Source: an optimization exercise on an open RTL-to-GDS flow (aim: small area, a short achievable clock period and few clock cycles per item). Production flows keep margins and buffers that such runs may drop. The RTL was checked by simulation tests, not by an equivalence proof against the original design.

== build 84 ==
Design seven_segment_mux_scanner, start of the top module:
module seven_segment_mux_scanner (
  input  logic                         clk_i,
  input  logic                         rst_ni,
  input  logic                         item_valid_i,
  output logic                         item_ready_o,
  input  logic                         item_req_type_i,
  input  logic [ssms_pkg::NumberW-1:0] item_number_i,
  input  logic [ssms_pkg::PointW-1:0]  item_point_index_i,
  output logic                         res_valid_o,
  input  logic                         res_ready_i,
  output logic [ssms_pkg::SegW-1:0]    res_segment_levels_o,
  output logic [ssms_pkg::EnableW-1:0] res_digit_enable_levels_o,
  output logic [ssms_pkg::PosW-1:0]    res_active_position_o,
  input  logic                         psel,
  input  logic                         penable,
  input  logic                         pwrite,
  input  logic [ssms_pkg::AddrW-1:0]   paddr,
  input  logic [ssms_pkg::DataW-1:0]   pwdata,
  output logic [ssms_pkg::DataW-1:0]   prdata,
  output logic                         pready
);
For scale: ~2800 cells after synthesis, ~130 I/O pins, about 20000 sq um of cells after synthesis.
export LEC_CHECK = 0
export ABC_AREA = 1
export CAP_MARGIN = 20
export CORE_MARGIN = 2
export CORE_UTILIZATION = 40
export PLACE_DENSITY = 0.6
export SETUP_SLACK_MARGIN = 2.0
export SLEW_MARGIN = 20
create_clock -name core_clock -period 4.5 [get_ports {clk_i}]
standard.sh (not shown) runs the stock make flow with config.mk's settings and CLKGATE_MAP_FILE= SYNTH_SCRIPT=/design/flow/synth_recipe.tcl, a recipe that flattens the netlist after the stock synthesis.
==> flow/flow/run.sh <==
#!/bin/bash
# Layout flow: the standard flow (standard.sh) with two changes:
#  - ports are buffered with the cell named in flow/port_buffer.txt (when present)
#    instead of the cell the resizer picks by default; every port still gets a buffer;
#  - when flow/abc_map.script is present, the combinational logic of the standard
#    synthesis is re-mapped with that ABC script (same Yosys script otherwise). The
#    registers (names, count, cell types) are compared with the standard synthesis;
#    if they differ in any way the standard netlist is used unchanged.
# Each tool's output goes to a log file of its own in this folder.
set -uo pipefail
HERE=$(pwd)
RES=$HERE/orfs/results/$FLOW_PLATFORM/seven_segment_mux_scanner/base
EXTRA=()
if [[ -f flow/port_buffer.txt ]]; then
  EXTRA+=("BUFFER_PORTS_ARGS=-buffer_cell $(tr -d ' \n' < flow/port_buffer.txt)")
fi

bash standard.sh "${EXTRA[@]}" synth > $HERE/log_standard_synth.txt 2>&1 || exit 1
cp $RES/1_2_yosys.v $HERE/standard_1_2_yosys.v

# 2. the same synthesis with the ABC script replaced
if [[ -f flow/abc_map.script ]]; then
  MAKELINE=$(grep '^make ' standard.sh)
  {
    echo 'proc abc {args} {'
    echo '  set i [lsearch -exact $args -script]'
    echo "  if {\$i >= 0} { lset args [expr {\$i + 1}] $HERE/flow/abc_map.script }"
    echo '  yosys abc {*}$args'
    echo '}'
    cat synth_recipe.tcl
  } > $HERE/my_synth.tcl
  MYLINE=$(echo "$MAKELINE" | sed -e "s#WORK_HOME=[^ ]*#WORK_HOME=$HERE/orfs_my#" -e "s#SYNTH_SCRIPT=[^ ]*#SYNTH_SCRIPT=$HERE/my_synth.tcl#" -e 's#"\${@:-finish}"#synth#')
  eval "$MYLINE" > $HERE/log_my_synth.txt 2>&1
  MYRES=$HERE/orfs_my/results/$FLOW_PLATFORM/seven_segment_mux_scanner/base
  regs() { grep -E '^\s*sky130_fd_sc_hd__(df|edf|sdf|dl)[a-z0-9_]*\s' "$1" | awk '{print $1, $2}' | sed -E 's/_[0-9]+ / /' | sort; }
  if [[ -f $MYRES/1_2_yosys.v ]] && diff <(regs $HERE/standard_1_2_yosys.v) <(regs $MYRES/1_2_yosys.v) > $HERE/log_reg_diff.txt \
     && [[ $(regs $HERE/standard_1_2_yosys.v | wc -l) -gt 0 ]]; then
    echo "registers match; using the re-mapped netlist" > $HERE/log_choice.txt
    cp $MYRES/1_2_yosys.v $RES/1_2_yosys.v
    rm -f $RES/1_synth.odb $RES/1_synth.sdc
  else
    echo "registers differ; using the standard netlist" > $HERE/log_choice.txt
  fi
fi

# 3. the rest of the standard flow
bash standard.sh "${EXTRA[@]}" finish > $HERE/log_standard_finish.txt 2>&1
==> flow/flow/port_buffer.txt <==
sky130_fd_sc_hd__buf_2
Testbench counts of build 84, summed over its fixed seeds: cycles 9,792, items 9,600.
Here is what was changed in the inputs of build 30 compared with build 84.
# build 84
export LEC_CHECK = 0
export ABC_AREA = 1
export CAP_MARGIN = 20
export CORE_MARGIN = 2
export CORE_UTILIZATION = 40
export PLACE_DENSITY = 0.6
export SETUP_SLACK_MARGIN = 2.0
export SLEW_MARGIN = 20
create_clock -name core_clock -period 4.5 [get_ports {clk_i}]
# build 30
export LEC_CHECK = 0
export ABC_AREA = 1
export CAP_MARGIN = 20
export CORE_MARGIN = 2
export CORE_UTILIZATION = 40
export PLACE_DENSITY = 0.6
export SETUP_SLACK_MARGIN = 2.4
export SLEW_MARGIN = 20
create_clock -name core_clock -period 4.5 [get_ports {clk_i}]
==> flow/run.sh (new file) <==
#!/bin/bash
# synth_recipe.tcl (not shown) runs the flow's synth.tcl, then flattens the netlist and writes it again
# the make line also repeats each setting of config.mk as NAME=value (left out here)
make -C /OpenROAD-flow-scripts/flow DESIGN_CONFIG=/design/flow/config.mk WORK_HOME=/design/flow/orfs CLKGATE_MAP_FILE= SYNTH_SCRIPT=/design/flow/synth_recipe.tcl finish
removed: flow/flow/run.sh
removed: flow/flow/port_buffer.txt
removed: flow/standard.sh
### Flow results
The required time at the worst-slack endpoint in build 30 was higher than what build 84 gave.
Class of the most critical setup path: input pin to output pin -> build 84, register to register -> build 30
Combined area of the multi-input logic cells went up by more than half going from build 84 to build 30.
Cell area after technology mapping across build 30 and build 84: no real change.
The cell with the largest stage delay on the worst path comes out sky130_fd_sc_hd__buf_12 in one run and sky130_fd_sc_hd__edfxtp_1 in the other, namely in build 84 and build 30 respectively.
In the reports for build 30 and build 84, the larger area overhead of the layout relative to synthesis belongs to build 30.
On sequential cell count, build 30 tracks build 84 almost exactly.
Compared with build 84, in build 30 cell area climbed 36%; number of global-route vias before repair went up 1657.
### build 30 -> build 77
# build 30
export LEC_CHECK = 0
export ABC_AREA = 1
export CAP_MARGIN = 20
export CORE_MARGIN = 2
export CORE_UTILIZATION = 40
export PLACE_DENSITY = 0.6
export SETUP_SLACK_MARGIN = 2.4
export SLEW_MARGIN = 20
create_clock -name core_clock -period 4.5 [get_ports {clk_i}]
# build 77
export LEC_CHECK = 0
export ABC_AREA = 1
export CAP_MARGIN = 20
export CORE_MARGIN = 2
export CORE_UTILIZATION = 40
export PLACE_DENSITY = 0.6
export SETUP_SLACK_MARGIN = 2.0
export SLEW_MARGIN = 20
create_clock -name core_clock -period 4.5 [get_ports {clk_i}]
Findings:
Taking build 30 as the reference, in build 77 routed wire length went down by 15 mm; global-route usage went down by 2.4 points; number of standard cells in the final layout excluding fillers went down by about 7%; number of gates resized after cts went down by 747. | period utilization | build 77 vs build 30 | 0.80 points lower |. Compared with build 30, build 77 ends up with a smaller final cell area.
Changes in build 44 relative to build 77:
# build 77
export LEC_CHECK = 0
export ABC_AREA = 1
export CAP_MARGIN = 20
export CORE_MARGIN = 2
export CORE_UTILIZATION = 40
export PLACE_DENSITY = 0.6
export SETUP_SLACK_MARGIN = 2.0
export SLEW_MARGIN = 20
create_clock -name core_clock -period 4.5 [get_ports {clk_i}]
# build 44
export LEC_CHECK = 0
export ABC_AREA = 1
export CAP_MARGIN = 20
export CORE_MARGIN = 2
export CORE_UTILIZATION = 40
export PLACE_DENSITY = 0.6
export SETUP_SLACK_MARGIN = 2.7
export SLEW_MARGIN = 20
create_clock -name core_clock -period 4.5 [get_ports {clk_i}]
Results
- Diff build 77 and build 44: worst slack at placement lower in build 77
- Reported for build 77 and build 44, area after synthesis turned out identical to the last digit.
The following lists how build 43 was set up differently from build 44:
# build 44
export LEC_CHECK = 0
export ABC_AREA = 1
export CAP_MARGIN = 20
export CORE_MARGIN = 2
export CORE_UTILIZATION = 40
export PLACE_DENSITY = 0.6
export SETUP_SLACK_MARGIN = 2.7
export SLEW_MARGIN = 20
create_clock -name core_clock -period 4.5 [get_ports {clk_i}]
# build 43
export LEC_CHECK = 0
export ABC_AREA = 1
export CAP_MARGIN = 20
export CORE_MARGIN = 2
export CORE_UTILIZATION = 40
export PLACE_DENSITY = 0.6
export SETUP_SLACK_MARGIN = 0
export SLEW_MARGIN = 20
create_clock -name core_clock -period 4.5 [get_ports {clk_i}]
--- outcome ---
- Area added between synthesis and finish is higher on build 44
- Going from build 44 to build 43, clock buffer count shrank by a few percent.

---

== lane 1 ==
Another version of the RTL of seven_segment_mux_scanner (not shown whole).
For scale: about 2900 cells after synthesis, roughly 280 flip-flops, ~20000 µm² of cells after synthesis.
==> flow/design.v (excerpt) <==
module seven_segment_mux_scanner (
  input  logic                         clk_i,
  input  logic                         rst_ni,
  input  logic                         item_valid_i,
  output logic                         item_ready_o,
  input  logic                         item_req_type_i,
  input  logic [ssms_pkg::NumberW-1:0] item_number_i,
  input  logic [ssms_pkg::PointW-1:0]  item_point_index_i,
  output logic                         res_valid_o,
  input  logic                         res_ready_i,
  output logic [ssms_pkg::SegW-1:0]    res_segment_levels_o,
  output logic [ssms_pkg::EnableW-1:0] res_digit_enable_levels_o,
  output logic [ssms_pkg::PosW-1:0]    res_active_position_o,
  input  logic                         psel,
  input  logic                         penable,
  input  logic                         pwrite,
  input  logic [ssms_pkg::AddrW-1:0]   paddr,
  input  logic [ssms_pkg::DataW-1:0]   pwdata,
  output logic [ssms_pkg::DataW-1:0]   prdata,
  output logic                         pready
);
==> flow/config.mk <==
export PLATFORM = sky130hd
export DESIGN_NAME = seven_segment_mux_scanner
export DESIGN_NICKNAME = seven_segment_mux_scanner
export VERILOG_FILES = /design/flow/design.v
export SDC_FILE = /design/flow/constraint.sdc
export NUM_CORES = 4
export LEC_CHECK = 0
export ABC_AREA = 1
export CAP_MARGIN = 20
export CORE_MARGIN = 2
export CORE_UTILIZATION = 40
export CTS_BUF_LIST = sky130_fd_sc_hd__clkbuf_16
export CTS_CLUSTER_DIAMETER = 100
export CTS_CLUSTER_SIZE = 20
export PLACE_DENSITY = 0.6
export SETUP_SLACK_MARGIN = 2.35
export SLEW_MARGIN = 20
==> flow/constraint.sdc <==
create_clock -name core_clock -period 4.5 [get_ports {clk_i}]
set_input_delay 0.9000 -clock core_clock [delete_from_list [all_inputs] [get_ports {clk_i}]]
set_output_delay 0.9000 -clock core_clock [all_outputs]
set_load 0.01 [all_outputs]
==> flow/flow/run.sh <==
#!/bin/bash
# Layout flow: the standard flow (standard.sh) with two changes:
#  - ports are buffered with the cell named in flow/port_buffer.txt (when present)
#    instead of the cell the resizer picks by default; every port still gets a buffer;
#  - when flow/abc_map.script is present, the combinational logic of the standard
#    synthesis is re-mapped with that ABC script (same Yosys script otherwise). The
#    registers (names, count, cell types) are compared with the standard synthesis;
#    if they differ in any way the standard netlist is used unchanged.
# Each tool's output goes to a log file of its own in this folder.
set -uo pipefail
HERE=$(pwd)
RES=$HERE/orfs/results/$FLOW_PLATFORM/seven_segment_mux_scanner/base
EXTRA=()
if [[ -f flow/port_buffer.txt ]]; then
  EXTRA+=("BUFFER_PORTS_ARGS=-buffer_cell $(tr -d ' \n' < flow/port_buffer.txt)")
fi

bash standard.sh "${EXTRA[@]}" synth > $HERE/log_standard_synth.txt 2>&1 || exit 1
cp $RES/1_2_yosys.v $HERE/standard_1_2_yosys.v

# 2. the same synthesis with the ABC script replaced
if [[ -f flow/abc_map.script ]]; then
  MAKELINE=$(grep '^make ' standard.sh)
  {
    echo 'proc abc {args} {'
    echo '  set i [lsearch -exact $args -script]'
    echo "  if {\$i >= 0} { lset args [expr {\$i + 1}] $HERE/flow/abc_map.script }"
    echo '  yosys abc {*}$args'
    echo '}'
    cat synth_recipe.tcl
  } > $HERE/my_synth.tcl
  MYLINE=$(echo "$MAKELINE" | sed -e "s#WORK_HOME=[^ ]*#WORK_HOME=$HERE/orfs_my#" -e "s#SYNTH_SCRIPT=[^ ]*#SYNTH_SCRIPT=$HERE/my_synth.tcl#" -e 's#"\${@:-finish}"#synth#')
  eval "$MYLINE" > $HERE/log_my_synth.txt 2>&1
  MYRES=$HERE/orfs_my/results/$FLOW_PLATFORM/seven_segment_mux_scanner/base
  regs() { grep -E '^\s*sky130_fd_sc_hd__(df|edf|sdf|dl)[a-z0-9_]*\s' "$1" | awk '{print $1, $2}' | sed -E 's/_[0-9]+ / /' | sort; }
  if [[ -f $MYRES/1_2_yosys.v ]] && diff <(regs $HERE/standard_1_2_yosys.v) <(regs $MYRES/1_2_yosys.v) > $HERE/log_reg_diff.txt \
     && [[ $(regs $HERE/standard_1_2_yosys.v | wc -l) -gt 0 ]]; then
    echo "registers match; using the re-mapped netlist" > $HERE/log_choice.txt
    cp $MYRES/1_2_yosys.v $RES/1_2_yosys.v
    rm -f $RES/1_synth.odb $RES/1_synth.sdc
  else
    echo "registers differ; using the standard netlist" > $HERE/log_choice.txt
  fi
fi

# 3. the rest of the standard flow
bash standard.sh "${EXTRA[@]}" finish > $HERE/log_standard_finish.txt 2>&1
==> flow/flow/port_buffer.txt <==
sky130_fd_sc_hd__buf_1
Testbench counts of lane 1, summed over its fixed seeds: cycles 9,792, items 9,600.
For lane 2, these inputs were changed with respect to lane 1:
-- flow/config.mk --
<<< lane 1, line 12
export CTS_BUF_LIST = sky130_fd_sc_hd__clkbuf_16
export CTS_CLUSTER_DIAMETER = 100
export CTS_CLUSTER_SIZE = 20
export PLACE_DENSITY = 0.6
export SETUP_SLACK_MARGIN = 2.35
export SLEW_MARGIN = 20
>>> lane 2, line 12
export CTS_BUF_LIST = sky130_fd_sc_hd__clkbuf_16
export CTS_CLUSTER_DIAMETER = 120
export CTS_CLUSTER_SIZE = 25
export PLACE_DENSITY = 0.6
export SETUP_SLACK_MARGIN = 2.2
export SLEW_MARGIN = 20
Compared with lane 1, in lane 2 cell depth of the worst min-delay path saw little to no change, share of cells above drive strength 1 saw a decrease, via count of the first global-routing pass now smaller, met1 track demand over resource in global routing has decreased, area added between synthesis and finish went down.
On post-route fraction of the period consumed by the critical path: lane 2 sits above lane 1.
Wire length reported by the detailed router, lane 1 and lane 2, higher one = lane 1.
Between lane 1 and lane 2, the final cell count is higher for lane 1.
Lane 2 vs lane 1 — via count dropped by a few percent
Final area went down by a little under 10% going from lane 1 to lane 2.
What lane 3 does differently from lane 2 at the input level:
-- flow/config.mk --
<<< lane 2, line 12
export CTS_BUF_LIST = sky130_fd_sc_hd__clkbuf_16
export CTS_CLUSTER_DIAMETER = 120
export CTS_CLUSTER_SIZE = 25
export PLACE_DENSITY = 0.6
export SETUP_SLACK_MARGIN = 2.2
export SLEW_MARGIN = 20
>>> lane 3, line 12
export CTS_BUF_LIST = sky130_fd_sc_hd__clkbuf_16
export CTS_CLUSTER_DIAMETER = 100
export CTS_CLUSTER_SIZE = 20
export PLACE_DENSITY = 0.6
export SETUP_SLACK_MARGIN = 2.15
export SLEW_MARGIN = 20
==> comparison <==
Side by side, clock skew after layout turned out lower in lane 3 than in lane 2. Lane 3 vs lane 2, reg-to-reg setup timing slack went down by 0.06 ns. Sort lane 2 and lane 3 by wire length of the first global-routing pass asc -> top: lane 2. The run showing the greater cell count of the worst reg-to-reg path is lane 2. Changes observed in lane 3 relative to lane 2: worst setup slack went down.
--- input diff lane 3..lane 4 ---
-- flow/config.mk --
<<< lane 3, line 15
export PLACE_DENSITY = 0.6
export SETUP_SLACK_MARGIN = 2.15
export SLEW_MARGIN = 20
>>> lane 4, line 15
export PLACE_DENSITY = 0.6
export SETUP_SLACK_MARGIN = 2.2
export SLEW_MARGIN = 20
Findings:
- Lane 4: ratio of final minimum period to clock period is 0.54 points lower than what lane 3 reported.
- [lane 4 vs lane 3] final instance area: higher in lane 4
- From lane 3 to lane 4 the numbers moved as follows: core utilization +0.45 points; sequential share of layout area -0.37 points; number of placement rows ~0 delta; first-iteration DRC count +34.

==> what the ideal ports hide <==
Ports are ideal in the flow. The routed layouts listed here were re-timed in OpenROAD.
Step 1: set_driving_cell puts a clkbuf_16 on clk_i and a buf_2 on each other input, an assumption about the parent block.
Step 2 also shifts input and output timing later by t, the mid clock arrival at the registers, as if the neighbouring blocks saw the same clock.
Three values: ideal ports, drivers, drivers and shift; two values: the first two.
| run | t (ns) | setup WS [ns] | worst setup path after step 2 | worst register clock-pin slew, ns | worst slew at a driven data input, ns |
|---|---|---|---|---|---|
| build 84 | 0.579 | 2.070 / 2.049 / 1.621 | input to register | 0.06 / 0.06 | 0.04 |
| build 30 | 0.601 | 2.036 / 2.036 / 1.857 | input to register | 0.06 / 0.06 | 0.04 |
| build 77 | 0.583 | 2.072 / 2.023 / 1.619 | input to register | 0.06 / 0.06 | 0.04 |
| build 44 | 0.591 | 2.044 / 2.044 / 1.856 | input to register | 0.06 / 0.06 | 0.06 |
| build 43 | 0.575 | 1.209 / 1.189 / 0.925 | input to register | 0.06 / 0.06 | 0.04 |
| lane 1 | 0.583 | 2.264 / 2.228 / 1.838 | input to register | 0.09 / 0.09 | 0.04 |
| lane 2 | 0.552 | 2.204 / 2.172 / 1.838 | input to register | 0.11 / 0.11 | 0.04 |
| lane 3 | 0.570 | 2.180 / 2.157 / 1.758 | input to register | 0.09 / 0.09 | 0.04 |
| lane 4 | 0.569 | 2.204 / 2.172 / 1.815 | input to register | 0.09 / 0.09 | 0.04 |
After both steps every run listed still meets setup and hold. The setup slack of build 77, which loses most, moves by -0.049 ns with the drivers and by -0.453 ns with both steps.
